This is an optimization exercise on Yosys and OpenROAD, whose aim is a short achievable clock period and few clock cycles, not a production implementation. The RTL was checked by simulation tests, not by an equivalence proof against the original design.

==> design.v <==
`default_nettype none
module mulRows (
  input  wire [31:0] a,
  input  wire [31:0] b,
  output logic [127:0] rows
);
  wire [31:0] p0 = b[0] ? (a << 0) : 32'd0;
  wire [31:0] p1 = b[1] ? (a << 1) : 32'd0;
  wire [31:0] p2 = b[2] ? (a << 2) : 32'd0;
  wire [31:0] p3 = b[3] ? (a << 3) : 32'd0;
  wire [31:0] p4 = b[4] ? (a << 4) : 32'd0;
  wire [31:0] p5 = b[5] ? (a << 5) : 32'd0;
  wire [31:0] p6 = b[6] ? (a << 6) : 32'd0;
  wire [31:0] p7 = b[7] ? (a << 7) : 32'd0;
  wire [31:0] p8 = b[8] ? (a << 8) : 32'd0;
  wire [31:0] p9 = b[9] ? (a << 9) : 32'd0;
  wire [31:0] p10 = b[10] ? (a << 10) : 32'd0;
  wire [31:0] p11 = b[11] ? (a << 11) : 32'd0;
  wire [31:0] p12 = b[12] ? (a << 12) : 32'd0;
  wire [31:0] p13 = b[13] ? (a << 13) : 32'd0;
  wire [31:0] p14 = b[14] ? (a << 14) : 32'd0;
  wire [31:0] p15 = b[15] ? (a << 15) : 32'd0;
  wire [31:0] p16 = b[16] ? (a << 16) : 32'd0;
  wire [31:0] p17 = b[17] ? (a << 17) : 32'd0;
  wire [31:0] p18 = b[18] ? (a << 18) : 32'd0;
  wire [31:0] p19 = b[19] ? (a << 19) : 32'd0;
  wire [31:0] p20 = b[20] ? (a << 20) : 32'd0;
  wire [31:0] p21 = b[21] ? (a << 21) : 32'd0;
  wire [31:0] p22 = b[22] ? (a << 22) : 32'd0;
  wire [31:0] p23 = b[23] ? (a << 23) : 32'd0;
  wire [31:0] p24 = b[24] ? (a << 24) : 32'd0;
  wire [31:0] p25 = b[25] ? (a << 25) : 32'd0;
  wire [31:0] p26 = b[26] ? (a << 26) : 32'd0;
  wire [31:0] p27 = b[27] ? (a << 27) : 32'd0;
  wire [31:0] p28 = b[28] ? (a << 28) : 32'd0;
  wire [31:0] p29 = b[29] ? (a << 29) : 32'd0;
  wire [31:0] p30 = b[30] ? (a << 30) : 32'd0;
  wire [31:0] p31 = b[31] ? (a << 31) : 32'd0;
  wire [31:0] r0_s0 = p0 ^ p1 ^ p2;
  wire [31:0] r0_c0 = ((p0 & p1) | (p0 & p2) | (p1 & p2)) << 1;
  wire [31:0] r0_s1 = p3 ^ p4 ^ p5;
  wire [31:0] r0_c1 = ((p3 & p4) | (p3 & p5) | (p4 & p5)) << 1;
  wire [31:0] r0_s2 = p6 ^ p7 ^ p8;
  wire [31:0] r0_c2 = ((p6 & p7) | (p6 & p8) | (p7 & p8)) << 1;
  wire [31:0] r0_s3 = p9 ^ p10 ^ p11;
  wire [31:0] r0_c3 = ((p9 & p10) | (p9 & p11) | (p10 & p11)) << 1;
  wire [31:0] r0_s4 = p12 ^ p13 ^ p14;
  wire [31:0] r0_c4 = ((p12 & p13) | (p12 & p14) | (p13 & p14)) << 1;
  wire [31:0] r0_s5 = p15 ^ p16 ^ p17;
  wire [31:0] r0_c5 = ((p15 & p16) | (p15 & p17) | (p16 & p17)) << 1;
  wire [31:0] r0_s6 = p18 ^ p19 ^ p20;
  wire [31:0] r0_c6 = ((p18 & p19) | (p18 & p20) | (p19 & p20)) << 1;
  wire [31:0] r0_s7 = p21 ^ p22 ^ p23;
  wire [31:0] r0_c7 = ((p21 & p22) | (p21 & p23) | (p22 & p23)) << 1;
  wire [31:0] r0_s8 = p24 ^ p25 ^ p26;
  wire [31:0] r0_c8 = ((p24 & p25) | (p24 & p26) | (p25 & p26)) << 1;
  wire [31:0] r0_s9 = p27 ^ p28 ^ p29;
  wire [31:0] r0_c9 = ((p27 & p28) | (p27 & p29) | (p28 & p29)) << 1;
  wire [31:0] r1_s0 = r0_s0 ^ r0_c0 ^ r0_s1;
  wire [31:0] r1_c0 = ((r0_s0 & r0_c0) | (r0_s0 & r0_s1) | (r0_c0 & r0_s1)) << 1;
  wire [31:0] r1_s1 = r0_c1 ^ r0_s2 ^ r0_c2;
  wire [31:0] r1_c1 = ((r0_c1 & r0_s2) | (r0_c1 & r0_c2) | (r0_s2 & r0_c2)) << 1;
  wire [31:0] r1_s2 = r0_s3 ^ r0_c3 ^ r0_s4;
  wire [31:0] r1_c2 = ((r0_s3 & r0_c3) | (r0_s3 & r0_s4) | (r0_c3 & r0_s4)) << 1;
  wire [31:0] r1_s3 = r0_c4 ^ r0_s5 ^ r0_c5;
  wire [31:0] r1_c3 = ((r0_c4 & r0_s5) | (r0_c4 & r0_c5) | (r0_s5 & r0_c5)) << 1;
  wire [31:0] r1_s4 = r0_s6 ^ r0_c6 ^ r0_s7;
  wire [31:0] r1_c4 = ((r0_s6 & r0_c6) | (r0_s6 & r0_s7) | (r0_c6 & r0_s7)) << 1;
  wire [31:0] r1_s5 = r0_c7 ^ r0_s8 ^ r0_c8;
  wire [31:0] r1_c5 = ((r0_c7 & r0_s8) | (r0_c7 & r0_c8) | (r0_s8 & r0_c8)) << 1;
  wire [31:0] r1_s6 = r0_s9 ^ r0_c9 ^ p30;
  wire [31:0] r1_c6 = ((r0_s9 & r0_c9) | (r0_s9 & p30) | (r0_c9 & p30)) << 1;
  wire [31:0] r2_s0 = r1_s0 ^ r1_c0 ^ r1_s1;
  wire [31:0] r2_c0 = ((r1_s0 & r1_c0) | (r1_s0 & r1_s1) | (r1_c0 & r1_s1)) << 1;
  wire [31:0] r2_s1 = r1_c1 ^ r1_s2 ^ r1_c2;
  wire [31:0] r2_c1 = ((r1_c1 & r1_s2) | (r1_c1 & r1_c2) | (r1_s2 & r1_c2)) << 1;
  wire [31:0] r2_s2 = r1_s3 ^ r1_c3 ^ r1_s4;
  wire [31:0] r2_c2 = ((r1_s3 & r1_c3) | (r1_s3 & r1_s4) | (r1_c3 & r1_s4)) << 1;
  wire [31:0] r2_s3 = r1_c4 ^ r1_s5 ^ r1_c5;
  wire [31:0] r2_c3 = ((r1_c4 & r1_s5) | (r1_c4 & r1_c5) | (r1_s5 & r1_c5)) << 1;
  wire [31:0] r2_s4 = r1_s6 ^ r1_c6 ^ p31;
  wire [31:0] r2_c4 = ((r1_s6 & r1_c6) | (r1_s6 & p31) | (r1_c6 & p31)) << 1;
  wire [31:0] r3_s0 = r2_s0 ^ r2_c0 ^ r2_s1;
  wire [31:0] r3_c0 = ((r2_s0 & r2_c0) | (r2_s0 & r2_s1) | (r2_c0 & r2_s1)) << 1;
  wire [31:0] r3_s1 = r2_c1 ^ r2_s2 ^ r2_c2;
  wire [31:0] r3_c1 = ((r2_c1 & r2_s2) | (r2_c1 & r2_c2) | (r2_s2 & r2_c2)) << 1;
  wire [31:0] r3_s2 = r2_s3 ^ r2_c3 ^ r2_s4;
  wire [31:0] r3_c2 = ((r2_s3 & r2_c3) | (r2_s3 & r2_s4) | (r2_c3 & r2_s4)) << 1;
  wire [31:0] r4_s0 = r3_s0 ^ r3_c0 ^ r3_s1;
  wire [31:0] r4_c0 = ((r3_s0 & r3_c0) | (r3_s0 & r3_s1) | (r3_c0 & r3_s1)) << 1;
  wire [31:0] r4_s1 = r3_c1 ^ r3_s2 ^ r3_c2;
  wire [31:0] r4_c1 = ((r3_c1 & r3_s2) | (r3_c1 & r3_c2) | (r3_s2 & r3_c2)) << 1;
  wire [31:0] r5_s0 = r4_s0 ^ r4_c0 ^ r4_s1;
  wire [31:0] r5_c0 = ((r4_s0 & r4_c0) | (r4_s0 & r4_s1) | (r4_c0 & r4_s1)) << 1;
  assign rows = {r2_c4, r4_c1, r5_c0, r5_s0};
endmodule
module mulSum (
  input  wire [127:0] rows,
  output logic [31:0] prod
);
  wire [31:0] q0 = rows[31:0];
  wire [31:0] q1 = rows[63:32];
  wire [31:0] q2 = rows[95:64];
  wire [31:0] q3 = rows[127:96];
  wire [31:0] t0_s0 = q0 ^ q1 ^ q2;
  wire [31:0] t0_c0 = ((q0 & q1) | (q0 & q2) | (q1 & q2)) << 1;
  wire [31:0] t1_s0 = t0_s0 ^ t0_c0 ^ q3;
  wire [31:0] t1_c0 = ((t0_s0 & t0_c0) | (t0_s0 & q3) | (t0_c0 & q3)) << 1;
  assign prod = t1_s0 + t1_c0;
endmodule
`default_nettype wire
`default_nettype none
module armSystem (
  input  wire         clk,
  input  wire         reset,
  input  wire         loadEn,
  input  wire  [31:0] loadAdr,
  input  wire  [31:0] loadData,
  output logic        memWrite,
  output logic [31:0] dataAdr,
  output logic [31:0] writeData
);
  localparam int NROWS = 4;  
  function automatic logic [63:0] dec64(input logic [5:0] i);
    dec64 = 64'd1 << i;
  endfunction
  function automatic logic [15:0] dec16(input logic [3:0] i);
    dec16 = 16'd1 << i;
  endfunction
  logic [63:0][31:0] mem;
  logic [14:0][31:0] regs;
  logic [31:0] pcF;             
  logic [5:0]  idxF;            
  logic [63:0] selF;            
  logic        flagN, flagZ, flagC, flagV;
  logic        wPendQ;          
  logic [63:0] ldWeQ;           
  logic [5:0]  wIdxQ;           
  logic [31:0] wDataQ;          
  logic        vD;
  logic [3:0]  condD;
  logic [31:0] pc4D, pc8D;      
  logic [5:0]  wordD;           
  logic [31:0] immD;            
  logic [3:0]  raD, rbD, rdD;   
  logic [15:0] raSelD, rbSelD;  
  logic        useAD, useBD, bImmD;
  logic        isMulD, isLdD, isStD, isBrD, predD;
  logic        wrD, pcDstD, sD, sNZD, cvD, subD;
  logic        opAndD, opOrrD, opEorD, opMovD, opMvnD, logicD;
  logic        vE;
  logic [3:0]  condE;
  logic [31:0] pc4E, brTgtE;
  logic [31:0] aE, bE, sdE;     
  logic [31:0] mulAE, mulBE;    
  logic [3:0]  rdE;
  logic        isMulE, isLdE, isStE, isBrE, predE;
  logic        wrE, pcDstE, sNZE, mulSE, cvE, subE;
  logic        opAndE, opOrrE, opEorE, opMovE, opMvnE, logicE;
  logic        memWriteW;       
  logic [63:0] weW;             
  logic        regWW;           
  logic        ldW, mulW, mulSW, pcWW;
  logic [3:0]  rdW;
  logic [31:0] resW;            
  logic [63:0] selW;            
  logic [31:0] adrQ, wdQ;       
  logic [NROWS*32-1:0] rowsW;
  logic [31:0] memF, ldData;
  always_comb begin
    memF   = 32'd0;
    ldData = 32'd0;
    for (int i = 0; i < 64; i++) begin
      memF   = memF   | (mem[i] & {32{selF[i]}});
      ldData = ldData | (mem[i] & {32{selW[i]}});
    end
  end
  logic [31:0] prodW, wbVal;
  mulSum mSum (
    .rows (rowsW),
    .prod (prodW)
  );
  assign wbVal = ldW ? ldData : (mulW ? prodW : resW);
  logic [31:0] instF;
  always_comb begin
    instF = memF;
    if (wPendQ && (wIdxQ == idxF)) instF = wDataQ;
  end
  logic [1:0]  opF;
  logic [3:0]  cmdF;
  logic        isMulF, isDpF, isLdF, isStF, isBrF, movLikeF, logicF;
  logic [3:0]  raF, rbF, destF;
  logic [63:0] rotPair;
  logic [31:0] immF;
  assign opF    = instF[27:26];
  assign cmdF   = instF[24:21];
  assign isMulF = (opF == 2'b00) && !instF[25] && (instF[7:4] == 4'b1001);
  assign isDpF  = (opF == 2'b00) && !isMulF;
  assign isLdF  = (opF == 2'b01) &&  instF[20];
  assign isStF  = (opF == 2'b01) && !instF[20];
  assign isBrF  = (opF == 2'b10);
  assign movLikeF = (cmdF == 4'b1101) || (cmdF == 4'b1111);
  assign logicF = (cmdF == 4'b0000) || (cmdF == 4'b1100) || (cmdF == 4'b0001) || movLikeF;
  assign raF    = isBrF ? 4'd15 : (isMulF ? instF[3:0] : instF[19:16]);
  assign rbF    = isStF ? instF[15:12] : (isMulF ? instF[11:8] : instF[3:0]);
  assign destF  = isMulF ? instF[19:16] : instF[15:12];
  logic        predF;
  logic [5:0]  tIdxF;
  assign predF = isBrF && ((instF[31:28] == 4'b1110) ||
                           (instF[23] && (instF[31:28] != 4'b1111)));
  assign tIdxF = idxF + 6'd2 + instF[5:0];
  always_comb begin
    rotPair = {2{24'b0, instF[7:0]}} >> {instF[11:8], 1'b0};
    case (opF)
      2'b00:   immF = rotPair[31:0];
      2'b01:   immF = {20'b0, instF[11:0]};
      default: immF = {{6{instF[23]}}, instF[23:0], 2'b00};
    endcase
  end
  logic [31:0] bx, res, logRes;
  logic [32:0] sum;
  logic        zAdd, zRes;
  logic        condPass;
  logic [NROWS*32-1:0] rowsE;
  assign bx  = bE;
  assign sum = {1'b0, aE} + {1'b0, bx} + {32'b0, subE};
  always_comb begin
    logRes = 32'd0;
    if (opAndE) logRes = aE & bE;
    if (opOrrE) logRes = aE | bE;
    if (opEorE) logRes = aE ^ bE;
    if (opMovE) logRes = bE;
    if (opMvnE) logRes = ~bE;
  end
  assign res = logicE ? logRes : sum[31:0];
  assign zAdd = &((aE ^ bx) ~^ {(aE[30:0] | bx[30:0]), subE});
  assign zRes = logicE ? (logRes == 32'd0) : zAdd;
  mulRows mRows (
    .a    (mulAE),
    .b    (mulBE),
    .rows (rowsE)
  );
  function automatic logic condHolds(input logic [3:0] c, input logic n, z, cy, v);
    case (c)
      4'b0000: condHolds = z;
      4'b0001: condHolds = ~z;
      4'b0010: condHolds = cy;
      4'b0011: condHolds = ~cy;
      4'b0100: condHolds = n;
      4'b0101: condHolds = ~n;
      4'b0110: condHolds = v;
      4'b0111: condHolds = ~v;
      4'b1000: condHolds = cy & ~z;
      4'b1001: condHolds = ~cy | z;
      4'b1010: condHolds = (n == v);
      4'b1011: condHolds = (n != v);
      4'b1100: condHolds = ~z & (n == v);
      4'b1101: condHolds = z | (n != v);
      4'b1110: condHolds = 1'b1;
      default: condHolds = 1'b0;
    endcase
  endfunction
  always_comb begin
    case (condE)
      4'b0000: condPass = flagZ;
      4'b0001: condPass = ~flagZ;
      4'b0010: condPass = flagC;
      4'b0011: condPass = ~flagC;
      4'b0100: condPass = flagN;
      4'b0101: condPass = ~flagN;
      4'b0110: condPass = flagV;
      4'b0111: condPass = ~flagV;
      4'b1000: condPass = flagC & ~flagZ;
      4'b1001: condPass = ~flagC | flagZ;
      4'b1010: condPass = (flagN == flagV);
      4'b1011: condPass = (flagN != flagV);
      4'b1100: condPass = ~flagZ & (flagN == flagV);
      4'b1101: condPass = flagZ | (flagN != flagV);
      4'b1110: condPass = 1'b1;
      default: condPass = 1'b0;
    endcase
  end
  logic stallE, stallD, exE, liveE;
  logic eRedirect, collide, brWrong;
  logic [31:0] eTarget, dTarget, pcEff, pcNext;
  logic [5:0]  idxNext;
  logic [63:0] selNext;
  assign stallE = vE && mulSW && (condE != 4'b1110);
  assign liveE  = vE && !stallE && !pcWW;
  assign exE    = liveE && condPass;
  assign stallD = stallE ||
                  (vD && exE && (isLdE || isMulE) && !pcDstE &&
                   ((useAD && (raD == rdE)) || (useBD && (rbD == rdE))));
  assign brWrong = liveE && isBrE && (condPass != predE);
  assign collide = exE && isStE &&
                   ((sum[7:2] == idxF) || (sum[7:2] == wordD));
  assign eRedirect = brWrong || collide;
  assign eTarget   = (brWrong && !predE) ? brTgtE : pc4E;
  assign dTarget   = pc8D + immD;
  logic zNext, condPassD, resolveD, wrongD;
  assign zNext = (exE && sNZE) ? zRes : flagZ;
  assign condPassD = condHolds(condD, flagN, zNext, flagC, flagV);
  assign resolveD  = vD && isBrD && !(exE && mulSE) && !mulSW &&
                     ((condD[3:1] == 3'b000) || !(exE && (sNZE || cvE)));
  assign wrongD    = resolveD && (condPassD != predD) && !stallD;
  assign pcEff     = (vD && predD) ? dTarget : pcF;
  always_comb begin
    if (pcWW) begin
      pcNext  = wbVal;
      idxNext = wbVal[7:2];
      selNext = dec64(wbVal[7:2]);
    end else if (eRedirect) begin
      pcNext  = eTarget;
      idxNext = eTarget[7:2];
      selNext = dec64(eTarget[7:2]);
    end else if (stallD) begin
      pcNext  = pcF;
      idxNext = idxF;
      selNext = selF;
    end else if (wrongD) begin
      pcNext  = condPassD ? dTarget : pc4D;
      idxNext = condPassD ? dTarget[7:2] : pc4D[7:2];
      selNext = dec64(idxNext);
    end else if (predF) begin
      pcNext  = pcEff + 32'd4;  
      idxNext = tIdxF;
      selNext = dec64(tIdxF);
    end else begin
      pcNext  = pcEff + 32'd4;
      idxNext = idxF + 6'd1;
      selNext = {selF[62:0], selF[63]};
    end
  end
  logic [31:0] regA, regB, valA, valB;
  logic        fwdEA, fwdEB, fwdWA, fwdWB;
  always_comb begin
    regA = raSelD[15] ? pc8D : 32'd0;
    regB = rbSelD[15] ? pc8D : 32'd0;
    for (int i = 0; i < 15; i++) begin
      regA = regA | (regs[i] & {32{raSelD[i]}});
      regB = regB | (regs[i] & {32{rbSelD[i]}});
    end
  end
  assign fwdEA = exE && wrE && !pcDstE && (rdE == raD);
  assign fwdEB = exE && wrE && !pcDstE && (rdE == rbD);
  assign fwdWA = regWW && (rdW == raD);
  assign fwdWB = regWW && (rdW == rbD);
  always_comb begin
    valA = regA;
    if (fwdWA) valA = wbVal;
    if (fwdEA) valA = res;
    valB = regB;
    if (fwdWB) valB = wbVal;
    if (fwdEB) valB = res;
  end
  always_ff @(posedge clk) begin
    wPendQ  <= (loadEn && reset) || (exE && isStE);
    ldWeQ   <= dec64(loadAdr[7:2]) & {64{loadEn && reset}};
    wIdxQ   <= (loadEn && reset) ? loadAdr[7:2] : sum[7:2];
    wDataQ  <= (loadEn && reset) ? loadData : sdE;
  end
  always_ff @(posedge clk) begin
    for (int i = 0; i < 64; i++) begin
      if (ldWeQ[i] || weW[i]) mem[i] <= wDataQ;
    end
  end
  logic [15:0] wrSelW;
  assign wrSelW = dec16(rdW);
  always_ff @(posedge clk) begin
    for (int i = 0; i < 15; i++) begin
      if (regWW && wrSelW[i]) regs[i] <= wbVal;
    end
  end
  always_ff @(posedge clk or posedge reset) begin
    if (reset) begin
      pcF  <= 32'd0;
      idxF <= 6'd0;
      selF <= 64'd1;
      vD   <= 1'b0;
      vE   <= 1'b0;
    end else begin
      pcF  <= pcNext;
      idxF <= idxNext;
      selF <= selNext;
      if (pcWW || eRedirect) begin
        vD <= 1'b0;
        vE <= 1'b0;
      end else if (stallE) begin
      end else if (stallD) begin
        vE <= 1'b0;
      end else begin
        vD <= !wrongD;
        vE <= vD;
      end
    end
  end
  always_ff @(posedge clk) begin
    if (!stallD) begin
      condD  <= instF[31:28];
      pc4D   <= pcEff + 32'd4;
      pc8D   <= pcEff + 32'd8;
      wordD  <= idxF;
      immD   <= immF;
      raD    <= raF;
      rbD    <= rbF;
      raSelD <= dec16(raF);
      rbSelD <= dec16(rbF);
      rdD    <= destF;
      useAD  <= isMulF || (opF == 2'b01) || (isDpF && !movLikeF);
      useBD  <= isMulF || isStF || (isDpF && !instF[25]);
      bImmD  <= (isDpF && instF[25]) || (opF == 2'b01) || isBrF;
      isMulD <= isMulF;
      isLdD  <= isLdF;
      isStD  <= isStF;
      isBrD  <= isBrF;
      predD  <= predF;
      wrD    <= isDpF || isMulF || isLdF;
      pcDstD <= (destF == 4'd15);
      sD     <= instF[20];
      sNZD   <= instF[20] && isDpF;
      cvD    <= instF[20] && isDpF && !logicF;
      subD   <= isDpF && ((cmdF == 4'b0010) || (cmdF == 4'b1010));
      opAndD <= isDpF && (cmdF == 4'b0000);
      opOrrD <= isDpF && (cmdF == 4'b1100);
      opEorD <= isDpF && (cmdF == 4'b0001);
      opMovD <= isDpF && (cmdF == 4'b1101);
      opMvnD <= isDpF && (cmdF == 4'b1111);
      logicD <= isDpF && logicF;
    end
  end
  always_ff @(posedge clk) begin
    if (!stallE) begin
      condE  <= condD;
      pc4E   <= pc4D;
      brTgtE <= dTarget;
      aE     <= valA;
      bE     <= (bImmD ? immD : valB) ^ {32{subD}};
      sdE    <= valB;
      mulAE  <= isMulD ? valA : 32'd0;
      mulBE  <= isMulD ? valB : 32'd0;
      rdE    <= rdD;
      isMulE <= isMulD;
      isLdE  <= isLdD;
      isStE  <= isStD;
      isBrE  <= isBrD;
      predE  <= resolveD ? condPassD : predD;
      wrE    <= wrD;
      pcDstE <= pcDstD;
      sNZE   <= sNZD;
      mulSE  <= isMulD && sD;
      cvE    <= cvD;
      subE   <= subD;
      opAndE <= opAndD;
      opOrrE <= opOrrD;
      opEorE <= opEorD;
      opMovE <= opMovD;
      opMvnE <= opMvnD;
      logicE <= logicD;
    end
  end
  always_ff @(posedge clk or posedge reset) begin
    if (reset) begin
      flagN <= 1'b0;
      flagZ <= 1'b0;
      flagC <= 1'b0;
      flagV <= 1'b0;
    end else begin
      if (exE && sNZE) begin
        flagN <= res[31];
        flagZ <= zRes;
      end else if (mulSW) begin
        flagN <= prodW[31];
        flagZ <= (prodW == 32'd0);
      end
      if (exE && cvE) begin
        flagC <= sum[32];
        flagV <= ~(aE[31] ^ bx[31]) & (aE[31] ^ sum[31]);
      end
    end
  end
  always_ff @(posedge clk or posedge reset) begin
    if (reset) begin
      memWriteW <= 1'b0;
      weW       <= 64'd0;
      regWW     <= 1'b0;
      ldW       <= 1'b0;
      mulW      <= 1'b0;
      mulSW     <= 1'b0;
      pcWW      <= 1'b0;
    end else begin
      memWriteW <= exE && isStE;
      weW       <= dec64(sum[7:2]) & {64{exE && isStE}};
      regWW     <= exE && wrE && !pcDstE;
      ldW       <= exE && isLdE;
      mulW      <= exE && isMulE;
      mulSW     <= exE && mulSE;
      pcWW      <= exE && wrE && pcDstE;
    end
  end
  always_ff @(posedge clk) begin
    rdW   <= rdE;
    resW  <= res;
    selW  <= dec64(sum[7:2]);
    rowsW <= rowsE;
    adrQ  <= sum[31:0] & {32{exE && isStE}};
    wdQ   <= sdE & {32{exE && isStE}};
  end
  assign memWrite  = memWriteW;
  assign dataAdr   = adrQ;
  assign writeData = wdQ;
endmodule
`default_nettype wire
==> flow/run.sh <==
#!/bin/bash
set -euo pipefail
bash standard.sh SETUP_SLACK_MARGIN=12 finish > standard_flow.log 2>&1
==> standard.sh <==
#!/bin/bash
# synth_recipe.tcl (not shown) runs the flow's synth.tcl, then flattens the netlist and writes it again
# the make line also repeats each setting of config.mk as NAME=value (left out here)
make -C /OpenROAD-flow-scripts/flow DESIGN_CONFIG=/design/flow/config.mk WORK_HOME=/design/flow/orfs CLKGATE_MAP_FILE= SYNTH_SCRIPT=/design/flow/synth_recipe.tcl "${@:-finish}"
==> config.mk <==
export PLATFORM = sky130hd
export DESIGN_NAME = armSystem
export DESIGN_NICKNAME = armSystem
export VERILOG_FILES = /design/flow/design.v
export SDC_FILE = /design/flow/constraint.sdc
export NUM_CORES = 4
export LEC_CHECK = 0
export CAP_MARGIN = 20
export CORE_MARGIN = 2
export CORE_UTILIZATION = 30
export PLACE_DENSITY = 0.4
export SLEW_MARGIN = 20
==> constraint.sdc <==
create_clock -name core_clock -period 16.0 [get_ports {clk}]
set_input_delay 3.2000 -clock core_clock [delete_from_list [all_inputs] [get_ports {clk}]]
set_output_delay 3.2000 -clock core_clock [all_outputs]
set_load 0.01 [all_outputs]
==> impl_metrics.env, run 1 <==
export IMPL_syn_area_um2=165000
export IMPL_hold_viol_final=0
export IMPL_pre_cts_slack_ns=9.37
export IMPL_wl_met1_um=392000
export IMPL_synth_edf_count=2945
export IMPL_skew_ns=0.164
export IMPL_wirelength_um=1160000
export IMPL_numPortBuffers=105
export IMPL_wl_met3_um=172000
export IMPL_rsz0062_at_grt="true"
export IMPL_die_h_um=745
export IMPL_die_width_um=745
export IMPL_grt_max_degree=159
export IMPL_die_area_um2=556000
export IMPL_fin_crit_ns=5.07
export IMPL_setup_violations=0
export IMPL_crit_top_cell="ha_4"
export IMPL_clock_sinks=3458
export IMPL_synth_fp_nets=13400
export IMPL_grt_pass1_vias=138000
export IMPL_final_layout_size_suffix_gt1_share_pct=27.6
export IMPL_worstHoldStart="isStD"
export IMPL_drt_iter0_drc=32100
export IMPL_rows=272
export IMPL_regToRegStartpoint="selF[53]"
export IMPL_synthArstFlopShare_pct=5.15
export IMPL_root_buffer="clkbuf_16"
export IMPL_insertion_delay_ns=1.14
export IMPL_multi_input_area_um2=68100
export IMPL_cp_slowest_cell="dfrtp_4"
export IMPL_core_area_um2=548000
export IMPL_nFillCells=51300
export IMPL_io_pins=132
export IMPL_cts_made_buffers=399
export IMPL_end_kind="flip-flop"
export IMPL_worstMarginPinSlew_ns=1.35
export IMPL_vias=153000
export IMPL_maxSlewViolCount=0
export IMPL_cts_tree="built"
export IMPL_seq_area_um2=100000
export IMPL_min_period_over_period_pct=31.7
export IMPL_clk_pin_slew_ns=0.06
export IMPL_fmax_mhz=197
export IMPL_synthFlopType="edfxtp_1"
export IMPL_worst_slack_ns=10.93
export IMPL_max_slew_margin_pct=9.81
export IMPL_status="no timing/DRC/antenna violations"
export IMPL_netlist_area_leader_share_pct=53.6
export IMPL_hold_path_class="flip-flop to flip-flop"
export IMPL_yosys_top_cells_area="edfxtp_1, a221oi_1, a22o_1"
export IMPL_syn_inst=12700
export IMPL_synth_avg_cell_area_um2=13.0
export IMPL_startpoint="selF[53]"
export IMPL_drc_errors=0
export IMPL_wl_per_cell_um=53.2
export IMPL_clockBufferDepth=4
export IMPL_drtAntennaViolNets=0
export IMPL_h_tree_depth=5
export IMPL_start_util_pct=30.1
export IMPL_yosysSeqAreaShare_pct=60.4
export IMPL_startpoint_type="flip-flop"
export IMPL_ys_types=94
export IMPL_place_hpwl_um=673000
export IMPL_maxCapViolCount=0
export IMPL_nets=14700
export IMPL_grtUsageTotal_pct=39.9
export IMPL_antenna_found_initial=191
export IMPL_cpPeakStageDelay_ns=0.56
export IMPL_drt_pass1_iter_count=11
export IMPL_grt_overflow_total=0
export IMPL_critical_path_max_fanout=20
export IMPL_grt_pass1_wl_um=1460000
export IMPL_synth_top_area_cell="edfxtp_1"
export IMPL_crit_required_ns=16.94
export IMPL_critPathKind="flip-flop to flip-flop"
export IMPL_wl_met2_um=466000
export IMPL_setup_tns_ns=0
export IMPL_synth_seq_cells=3458
export IMPL_top_layer="met5"
export IMPL_path_cells="buf_16 > a22o_1 > a221oi_1 > nand4_1 > or4_4 > mux2i_4 > buf_12 > clkinvlp_4 > ha_4 > ha_4 > inv_1 > o21bai_4 > buf_4 > nor2_4 > a2bb2oi_4 > buf_8 > nand3b_1 > a22oi_1 > o21a_1 > o22a_1"
export IMPL_gp_congestion=1.01
export IMPL_cp_arrival_ns=6.01
export IMPL_area_growth_pct=29.5
export IMPL_yosys_warnings=1
export IMPL_routed_via_density=7.01
-- cells in the mapped netlist, types with 114 or more instances --
master,n
buf_1,139
a21oi_1,236
nand3_1,189
a22o_1,957
mux2i_1,134
edfxtp_1,2945
nor3_1,133
clkbuf_1,773
ha_1,224
nand4_1,410
inv_1,556
fa_1,417
a22oi_1,656
o21ai_0,236
nand2_1,762
xor2_1,114
a221oi_1,982
xnor2_1,179
and2_1,484
nor2_1,578
dfrtp_1,177
dfxtp_1,335
-- final timing paths --
kind	to	slack, ns	cells past startpoint
worst min-delay path	isStE	0.41	0
max in group asynchronous	selF[15]	12.25	5
worst max-delay path	selF[10]	10.93	20
worst max register to register	selF[10]	10.93	20
worst min register to register	isStE	0.41	0
min in group asynchronous	weW[49]	2.38	3
-- stage by stage --
stage          util [%]  cell area [um^2]  hold WS (ns)  std cells
2_1_floorplan         -            166000         0.400      12700
3_3_place_gp       32.4            178000         0.402      19700
3_5_place_dp       32.4            178000         0.405      19700
4_1_cts            37.8            207000         0.414      21300
5_1_grt            38.9            213000         0.420      21600
6_report           38.9            214000         0.412      21800
-- metal layers --
layer,GRT usage (%),vias up
met4,31.4,109
met3,19.2,5611
met5,3.54,-
met2,56.2,16800
li1,-,52900
met1,45.8,77400
-- state kept, by name, indices dropped and copies added, names as in the netlist, 64 cells and up --
name,count
rowsW,68
selF,64
regs,480
mem,2048
selW,64
weW,64
ldWeQ,64
-- cells in the final DEF (no fill, tap or decap), drive strengths merged, types with 177 or more instances in the layout --
cell type | synthesis | routed
edfxtp | 2945 | 2945
buf | 159 | 1690
a221oi | 982 | 982
a22o | 957 | 957
nand2 | 762 | 765
a22oi | 656 | 656
nor2 | 578 | 578
inv | 558 | 551
clkbuf | 773 | 540
and2 | 484 | 491
fa | 417 | 417
nand4 | 410 | 410
dfxtp | 335 | 335
o21ai | 251 | 251
a21oi | 238 | 238
ha | 224 | 224
diode | 0 | 218
nand3 | 189 | 189
xnor2 | 182 | 182
dfrtp | 177 | 177
-- final cells by class --
class | instances | share of cell area, %
Inverter | 559 | 1.04
Clock buffer | 527 | 5.09
Sequential cell | 3458 | 46.9
Clock inverter | 218 | 1.17
Timing Repair Buffer | 1758 | 9.36
Timing Repair inverter | 3 | 0.0105
Multi-Input combinational cell | 7784 | 31.9
Antenna cell | 218 | 0.255
Tap cell | 7261 | 4.25
-- kinds of logic after synthesis --
| group | synth area share (%) |
|---|---|
| mux | 1.06 |
| compound gates | 17.5 |
| flops | 60.4 |
| xor+xnor | 1.60 |
| buf+inv | 3.41 |
| simple gates | 9.31 |
| fa+ha+maj | 6.76 |
-- repair_timing --
action                     4_1_cts  5_1_grt
hold buffers                     0        0
setup buffers                  796      244
gates resized for setup       2193      760
setup endpoints to repair     1289      695
pin swaps                      446      386
cloned                          55       12
-- worst max-delay path, delay by kind of cell (launching register included) --
| family | cells | cell delay [ns] |
|---|---|---|
| AND/OR/NAND/NOR | 4 | 0.88 |
| multiplexers | 1 | 0.19 |
| adder cells (fa/ha/maj) | 2 | 0.50 |
| AO/OA/AOI/OAI | 7 | 1.53 |
| buffers and inverters | 6 | 1.03 |
| flip-flops | 1 | 0.56 |
Testbench counts, summed over its fixed seeds: cycles 34,797.
==> run 2: changes to the inputs <==
--- a/design.v
+++ b/design.v
@@ -129,4 +129,6 @@
   endfunction
   logic [63:0][31:0] mem;
+  logic [63:0]       pdPred;
+  logic [63:0][5:0]  pdTidx;
   logic [14:0][31:0] regs;
   logic [31:0] pcF;             
@@ -168,10 +170,16 @@
   logic [NROWS*32-1:0] rowsW;
   logic [31:0] memF, ldData;
+  logic        pdPredF;
+  logic [5:0]  pdTidxF;
   always_comb begin
-    memF   = 32'd0;
-    ldData = 32'd0;
+    memF    = 32'd0;
+    ldData  = 32'd0;
+    pdPredF = 1'b0;
+    pdTidxF = 6'd0;
     for (int i = 0; i < 64; i++) begin
-      memF   = memF   | (mem[i] & {32{selF[i]}});
-      ldData = ldData | (mem[i] & {32{selW[i]}});
+      memF    = memF    | (mem[i] & {32{selF[i]}});
+      ldData  = ldData  | (mem[i] & {32{selW[i]}});
+      pdPredF = pdPredF | (pdPred[i] & selF[i]);
+      pdTidxF = pdTidxF | (pdTidx[i] & {6{selF[i]}});
     end
   end
@@ -207,7 +215,12 @@
   logic        predF;
   logic [5:0]  tIdxF;
-  assign predF = isBrF && ((instF[31:28] == 4'b1110) ||
-                           (instF[23] && (instF[31:28] != 4'b1111)));
-  assign tIdxF = idxF + 6'd2 + instF[5:0];
+  always_comb begin
+    predF = pdPredF;
+    tIdxF = pdTidxF;
+    if (wPendQ && (wIdxQ == idxF)) begin
+      predF = pdPredW;
+      tIdxF = pdTidxW;
+    end
+  end
   always_comb begin
     rotPair = {2{24'b0, instF[7:0]}} >> {instF[11:8], 1'b0};
@@ -303,5 +316,8 @@
   assign resolveD  = vD && isBrD && !(exE && mulSE) && !mulSW &&
                      ((condD[3:1] == 3'b000) || !(exE && (sNZE || cvE)));
-  assign wrongD    = resolveD && (condPassD != predD) && !stallD;
+  logic guessBad, takeD;
+  assign guessBad  = vD && predD && (!isBrD || (idxF != dTarget[7:2]));
+  assign wrongD    = ((resolveD && (condPassD != predD)) || guessBad) && !stallD;
+  assign takeD     = isBrD && (resolveD ? condPassD : 1'b1);
   assign pcEff     = (vD && predD) ? dTarget : pcF;
   always_comb begin
@@ -319,6 +335,6 @@
       selNext = selF;
     end else if (wrongD) begin
-      pcNext  = condPassD ? dTarget : pc4D;
-      idxNext = condPassD ? dTarget[7:2] : pc4D[7:2];
+      pcNext  = takeD ? dTarget : pc4D;
+      idxNext = takeD ? dTarget[7:2] : pc4D[7:2];
       selNext = dec64(idxNext);
     end else if (predF) begin
@@ -354,4 +370,9 @@
     if (fwdEB) valB = res;
   end
+  logic       pdPredW;
+  logic [5:0] pdTidxW;
+  assign pdPredW = (wDataQ[27:26] == 2'b10) &&
+                   ((wDataQ[31:28] == 4'b1110) || (wDataQ[23] && (wDataQ[31:28] != 4'b1111)));
+  assign pdTidxW = wIdxQ + 6'd2 + wDataQ[5:0];
   always_ff @(posedge clk) begin
     wPendQ  <= (loadEn && reset) || (exE && isStE);
@@ -362,5 +383,9 @@
   always_ff @(posedge clk) begin
     for (int i = 0; i < 64; i++) begin
-      if (ldWeQ[i] || weW[i]) mem[i] <= wDataQ;
+      if (ldWeQ[i] || weW[i]) begin
+        mem[i]    <= wDataQ;
+        pdPred[i] <= pdPredW;
+        pdTidx[i] <= pdTidxW;
+      end
     end
   end
==> impl_metrics.env, run 2 <==
export IMPL_status="finished with violations"
export IMPL_so_faults="antenna violations"
export IMPL_rsz0062_at_grt="true"
export IMPL_insertion_delay_ns=1.17
export IMPL_io_pins=132
export IMPL_wl_met1_um=464000
export IMPL_netlist_area_leader_share_pct=56.2
export IMPL_synth_edf_count=3393
export IMPL_setup_violations=0
export IMPL_antenna_found_initial=217
export IMPL_start_util_pct=30.1
export IMPL_r2r_slack_ns=11.24
export IMPL_critPathKind="flip-flop to output port"
export IMPL_synth_top_area_cell="edfxtp_1"
export IMPL_grtUsageTotal_pct=40.0
export IMPL_final_layout_size_suffix_gt1_share_pct=27.1
export IMPL_yosysSeqAreaShare_pct=62.4
export IMPL_final_cell_mix="edfxtp_1, buf_4, a22o_1, a221oi_1, a22oi_1"
export IMPL_synth_common_cells="edfxtp_1, a221oi_1, a22o_1, a22oi_1, clkbuf_1"
export IMPL_core_area_um2=602000
export IMPL_end_kind="output port"
export IMPL_wl_met3_um=204000
export IMPL_cts_tree="built"
export IMPL_wl_met2_um=493000
export IMPL_skew_ns=0.179
export IMPL_regToRegStartpoint="aE[0]"
export IMPL_fin_crit_ns=4.93
export IMPL_top_layer="met5"
export IMPL_drc_errors=0
export IMPL_die_area_um2=610000
export IMPL_hold_depth=0
export IMPL_clk_pin_slew_ns=0.07
export IMPL_critPathTopFamily="flip-flops"
export IMPL_drtAntennaViolNets=3
export IMPL_grt_max_degree=74
export IMPL_hold_path_class="flip-flop to flip-flop"
export IMPL_yosysMostFrequentCell="edfxtp_1"
export IMPL_reg_top3="mem: 2048 flops, regs: 480 flops, pdTidx: 384 flops"
export IMPL_syn_area_um2=181000
export IMPL_root_buffer="clkbuf_16"
export IMPL_cts_made_buffers=448
export IMPL_synth_fp_nets=14200
export IMPL_drt_iter0_drc=35700
export IMPL_synth_avg_cell_area_um2=13.5
export IMPL_startpoint_type="flip-flop"
export IMPL_largest_register_ffs=2048
export IMPL_hold_buffers=0
export IMPL_design_area_um2=234000
export IMPL_ys_types=112
export IMPL_grt_pass1_wl_um=1600000
export IMPL_cp_arrival_ns=1.73
export IMPL_clock_sinks=3906
export IMPL_die_h_um=781
export IMPL_rr_endpoint="selF[23]"
export IMPL_nets=15600
export IMPL_grt_pass1_vias=149000
export IMPL_worst_r2r_cell_count=25
export IMPL_wl_per_cell_um=54.0
export IMPL_hold_ws_ns=0.420
export IMPL_yosys_top_cells_area="edfxtp_1, a221oi_1, a22o_1"
export IMPL_crit_required_ns=12.80
export IMPL_syn_inst=13500
export IMPL_crit_path_end="dataAdr[3]"
export IMPL_yosys_warnings=1
export IMPL_placed_cell_area_um2=195000
export IMPL_gp_congestion=0.987
export IMPL_synth_seq_cells=3906
export IMPL_synthArstFlopShare_pct=4.56
export IMPL_max_slew_margin_pct=10.9
export IMPL_vias=168000
export IMPL_cp_slowest_cell="dfxtp_4"
export IMPL_critical_path_max_fanout=1
export IMPL_wirelength_um=1280000
export IMPL_min_period_over_period_pct=30.8
export IMPL_fmax_mhz=203
export IMPL_grt_overflow_total=0
export IMPL_place_hpwl_um=738000
export IMPL_h_tree_depth=5
export IMPL_hold_viol_final=0
export IMPL_setup_tns_ns=0
export IMPL_startpoint="adrQ[3]"
export IMPL_die_width_um=781
export IMPL_area_growth_pct=29.3
export IMPL_numPortBuffers=105
export IMPL_routed_via_density=7.08
export IMPL_drt_pass1_iter_count=17
export IMPL_cp_depth=1
export IMPL_cp_buffers_inverters=1
export IMPL_maxCapViolCount=0
export IMPL_rows=285
export IMPL_path_cells="buf_6"
export IMPL_worstMarginPinSlew_ns=1.33
export IMPL_regMostFlops="mem"
export IMPL_final_common_cell="edfxtp_1"
export IMPL_clockBufferDepth=4
export IMPL_maxSlewViolCount=0
export IMPL_synthFlopType="edfxtp_1"
export IMPL_cpPeakStageDelay_ns=0.46
[run 2: changes by cell type after synthesis, sizes merged, moves of 28 or more]
cell | previous run | this run
edfxtp | 2945 | 3393
clkbuf | 773 | 670
nand2 | 762 | 664
buf | 159 | 235
a221oi | 982 | 1056
a22oi | 656 | 730
a22o | 957 | 1019
a21oi | 238 | 292
o21ai | 251 | 299
o22a | 12 | 53
o211ai | 83 | 50
o22ai | 65 | 34
and3 | 62 | 34
[run 2: metal layers]
metal  up-vias  GRT usage, %
met3      5356          20.1
met4       102          27.4
met5         -          1.70
li1      57000             -
met2     18900          53.3
met1     86400          49.9
[run 2: cells by family (layout without fill, tap and decap cells)]
kind of cell             count (synthesis)  after routing  share of synthesized area, %
AO/OA/AOI/OAI                         3948           3948                          17.2
flip-flops                            3906           3906                          62.4
AND/OR/NAND/NOR                       2993           3006                          8.55
buffers and inverters                 1481           3284                          3.13
adder cells (fa/ha/maj)                642            642                          6.16
XOR/XNOR                               289            289                          1.44
multiplexers                           198            198                          1.13
other                                    0            386                             0
[run 2: how the worst min path moves through the flow]
stage	startpoint	to	slack, ns
finish	rdD[0]	rdE[0]	0.42
global route	opEorD	opEorE	0.42
CTS	pc4D[12]	pc4E[12]	0.40
detailed placement	rdD[0]	rdE[0]	0.40
global placement	isLdD	isLdE	0.41
floorplan	cvD	cvE	0.40
[run 2: stage by stage]
| step | util, % | std cells | setup WS [ns] |
|---|---|---|---|
| global route | 38.8 | 23400 | 11.09 |
| detailed placement | 32.5 | 21300 | 9.71 |
| finish | 38.9 | 23700 | 11.07 |
| global placement | 32.4 | 21300 | 9.67 |
| CTS | 37.9 | 23100 | 11.09 |
| floorplan | - | 13500 | 10.52 |
[run 2: final cells by class]
| type | instances | area (um^2) |
|---|---|---|
| clock inverters | 267 | 2790 |
| diodes | 386 | 966 |
| repair inverters | 4 | 27.5 |
| clock buffers | 570 | 12200 |
| fillers | 56800 | 368000 |
| repair buffers | 1867 | 21600 |
| inverters | 576 | 2240 |
| well taps | 8036 | 10100 |
| multi-input cells | 8083 | 70700 |
| flip-flops and latches | 3906 | 114000 |
[run 2: timing repair]
action	in CTS	in global routing
resized for setup	2260	753
buffers inserted	835	225
setup endpoints to repair	934	618
pin swaps	393	444
cloned	74	10
Testbench counts of run 2, summed over its fixed seeds: cycles 34,797.
==> run 3: changes to the inputs <==
--- a/design.v
+++ b/design.v
@@ -294,15 +294,14 @@
     endcase
   end
-  logic stallE, stallD, exE, liveE;
+  logic stallD, exE, liveE;
   logic eRedirect, collide, brWrong;
   logic [31:0] eTarget, dTarget, pcEff, pcNext;
   logic [5:0]  idxNext;
   logic [63:0] selNext;
-  assign stallE = vE && mulSW && (condE != 4'b1110);
-  assign liveE  = vE && !stallE && !pcWW;
+  assign liveE  = vE && !pcWW;
   assign exE    = liveE && condPass;
-  assign stallD = stallE ||
-                  (vD && exE && (isLdE || isMulE) && !pcDstE &&
-                   ((useAD && (raD == rdE)) || (useBD && (rbD == rdE))));
+  assign stallD = vD && ((exE && (isLdE || isMulE) && !pcDstE &&
+                          ((useAD && (raD == rdE)) || (useBD && (rbD == rdE)))) ||
+                         ((condD != 4'b1110) && exE && mulSE));
   assign brWrong = liveE && isBrE && (condPass != predE);
   assign collide = exE && isStE &&
@@ -411,5 +410,4 @@
         vD <= 1'b0;
         vE <= 1'b0;
-      end else if (stallE) begin
       end else if (stallD) begin
         vE <= 1'b0;
@@ -455,5 +453,5 @@
   end
   always_ff @(posedge clk) begin
-    if (!stallE) begin
+    begin
       condE  <= condD;
       pc4E   <= pc4D;
==> impl_metrics.env, run 3 <==
export IMPL_worstMarginPinSlew_ns=1.41
export IMPL_cpPeakStageDelay_ns=0.33
export IMPL_netlist_area_leader_share_pct=52.9
export IMPL_cp_depth=1
export IMPL_clock_sinks=3906
export IMPL_synthFlopType="edfxtp_1"
export IMPL_grt_pass1_wl_um=1580000
export IMPL_die_width_um=775
export IMPL_wl_per_cell_um=54.6
export IMPL_placed_cell_area_um2=192000
export IMPL_end_kind="output port"
export IMPL_synth_avg_cell_area_um2=13.3
export IMPL_drt_iter0_drc=36700
export IMPL_crit_required_ns=12.80
export IMPL_final_cell_mix="edfxtp_1, a22o_1, a221oi_1, buf_4, nand2_1"
export IMPL_final_layout_size_suffix_gt1_share_pct=26.0
export IMPL_cp_buffers_inverters=1
export IMPL_critPathTopFamily="flip-flops"
export IMPL_wirelength_um=1270000
export IMPL_synth_common_cells="edfxtp_1, a221oi_1, a22o_1, nand2_1, clkbuf_1"
export IMPL_antenna_found_initial=229
export IMPL_so_faults="antenna violations"
export IMPL_pre_cts_slack_ns=9.40
export IMPL_fmax_mhz=208
export IMPL_min_period_over_period_pct=30.1
export IMPL_yosysSeqAreaShare_pct=62.0
export IMPL_worst_r2r_cell_count=18
export IMPL_insertion_delay_ns=1.18
export IMPL_startpoint_type="flip-flop"
export IMPL_reg_top3="mem: 2048 flops, regs: 480 flops, pdTidx: 384 flops"
export IMPL_largest_register_ffs=2048
export IMPL_yosysMostFrequentCell="edfxtp_1"
export IMPL_drtAntennaViolNets=2
export IMPL_final_common_cell="edfxtp_1"
export IMPL_maxSlewViolCount=0
export IMPL_hold_path_class="flip-flop to flip-flop"
export IMPL_drc_errors=0
export IMPL_cp_slowest_cell="dfxtp_2"
export IMPL_yosys_top_cells_area="edfxtp_1, dfxtp_1, a221oi_1"
export IMPL_io_pins=132
export IMPL_design_area_um2=228000
export IMPL_h_tree_depth=5
export IMPL_worst_slack_ns=11.18
export IMPL_fin_crit_ns=4.82
export IMPL_drt_pass1_iter_count=12
export IMPL_clockBufferDepth=4
export IMPL_cp_arrival_ns=1.62
export IMPL_vias=165000
export IMPL_setup_violations=0
export IMPL_grt_pass1_vias=145000
export IMPL_synth_seq_cells=3906
export IMPL_skew_ns=0.183
export IMPL_grt_max_degree=71
export IMPL_syn_area_um2=178000
export IMPL_hold_ws_ns=0.340
export IMPL_synth_fp_nets=14100
export IMPL_die_h_um=775
export IMPL_start_util_pct=30.1
export IMPL_rows=283
export IMPL_path_cells="buf_8"
export IMPL_place_hpwl_um=740000
export IMPL_critical_path_max_fanout=1
export IMPL_grtUsageTotal_pct=40.2
export IMPL_synthArstFlopShare_pct=4.56
export IMPL_maxCapViolCount=0
export IMPL_synth_top_area_cell="edfxtp_1"
export IMPL_status="finished with violations"
export IMPL_regMostFlops="mem"
export IMPL_cts_made_buffers=442
export IMPL_synth_edf_count=3144
export IMPL_routed_via_density=7.13
export IMPL_hold_depth=0
export IMPL_die_area_um2=601000
export IMPL_syn_inst=13400
export IMPL_max_slew_margin_pct=5.86
export IMPL_clk_pin_slew_ns=0.07
export IMPL_cts_tree="built"
export IMPL_setup_tns_ns=0
export IMPL_root_buffer="clkbuf_16"
export IMPL_core_area_um2=593000
export IMPL_area_growth_pct=27.7
export IMPL_numPortBuffers=105
export IMPL_grt_overflow_total=0
export IMPL_critPathKind="flip-flop to output port"
export IMPL_hold_viol_final=0
export IMPL_ys_types=106
export IMPL_yosys_warnings=1
export IMPL_gp_congestion=1.01
export IMPL_rsz0062_at_grt="true"
export IMPL_nets=15400
run 3: changes by cell type after synthesis, moves of 42 or more:
cell      delta
dfxtp_1    +249
edfxtp_1   -249
a22oi_1     -95
nand2_1     +92
a221oi_1    +70
a22o_1      +57
a21oi_1     -53
nand4_1     +46
nor3_1      -46
a31oi_1     +42
run 3: cells by family after synthesis:
logic type	count (synthesis)	synth area share, %
mux	178	1.04
simple gates	3072	8.84
xor+xnor	286	1.42
fa+ha+maj	642	6.26
compound gates	3870	17.3
flops	3906	62.0
buf+inv	1473	3.14
run 3: stage by stage:
| step | std cells | util, % |
|---|---|---|
| final | 23200 | 38.4 |
| after global routing | 23000 | 38.3 |
| after CTS | 22700 | 37.5 |
| after detailed placement | 21100 | 32.4 |
| after global placement | 21100 | 32.4 |
| after floorplan | 13400 | - |
run 3: what timing repair did:
action	in CTS	in global routing
resized for setup	2013	650
hold buffers	0	0
pin swaps	421	375
setup endpoints to repair	1113	487
gates cloned	62	13
endpoints found under the hold margin	0	0
setup buffers	652	185
run 3: area by class of cell:
class / count / area, um^2
Antenna cell: 289 / 723
Clock buffer: 554 / 12000
Clock inverter: 282 / 3180
Fill cell: 55700 / 365000
Inverter: 560 / 2190
Multi-Input combinational cell: 8057 / 69400
Sequential cell: 3906 / 111000
Tap cell: 7837 / 9810
Timing Repair Buffer: 1687 / 19100
Timing Repair inverter: 3 / 21.3
run 3: worst paths after layout:
check | startpoint | to | slack (ns)
max in group asynchronous | reset | selF[34] | 12.29
setup reg to reg | bE[20] | selF[62] | 11.36
hold / removal | pcDstD | pcDstE | 0.34
setup / recovery | adrQ[7] | dataAdr[7] | 11.18
hold reg to reg | pcDstD | pcDstE | 0.34
min in group asynchronous | reset | weW[37] | 2.53
run 3: routing by layer:
layer | track usage (%) | wire length, um
met2 | 53.6 | 490000
met1 | 49.9 | 455000
met4 | 27.9 | 117000
met5 | 2.23 | 2040
met3 | 20.2 | 201000
Testbench counts of run 3, summed over its fixed seeds: cycles 34,797.

[separate check: timing with driven ports]
Ports are ideal in the flow. The routed layouts listed here were re-timed in OpenROAD. Step 1, drivers: a clkbuf_16 drives clk and a buf_2 each remaining input, both assumed. Step 2 also shifts input and output timing later by t, the mid clock arrival at the registers, as if the neighbouring blocks saw the same clock. Three values: no drivers, after step 1, after step 2; two values: the first two.
run	t, ns	setup WS [ns]	worst hold slack (ns)	slew at the worst register clock pin (ns)	pins driven straight from the clock port
run 1	1.200	10.935 / 10.935 / 10.924	0.412 / 0.412 / 0.412	0.08 / 0.08	1
run 2	1.205	11.068 / 10.934 / 10.692	0.420 / 0.420 / 0.420	0.08 / 0.08	1
run 3	1.226	11.182 / 11.038 / 10.648	0.340 / 0.340 / 0.340	0.08 / 0.08	1
For run 3, which loses most, drivers alone change the setup slack by -0.144 ns; drivers and shift together by -0.534 ns.
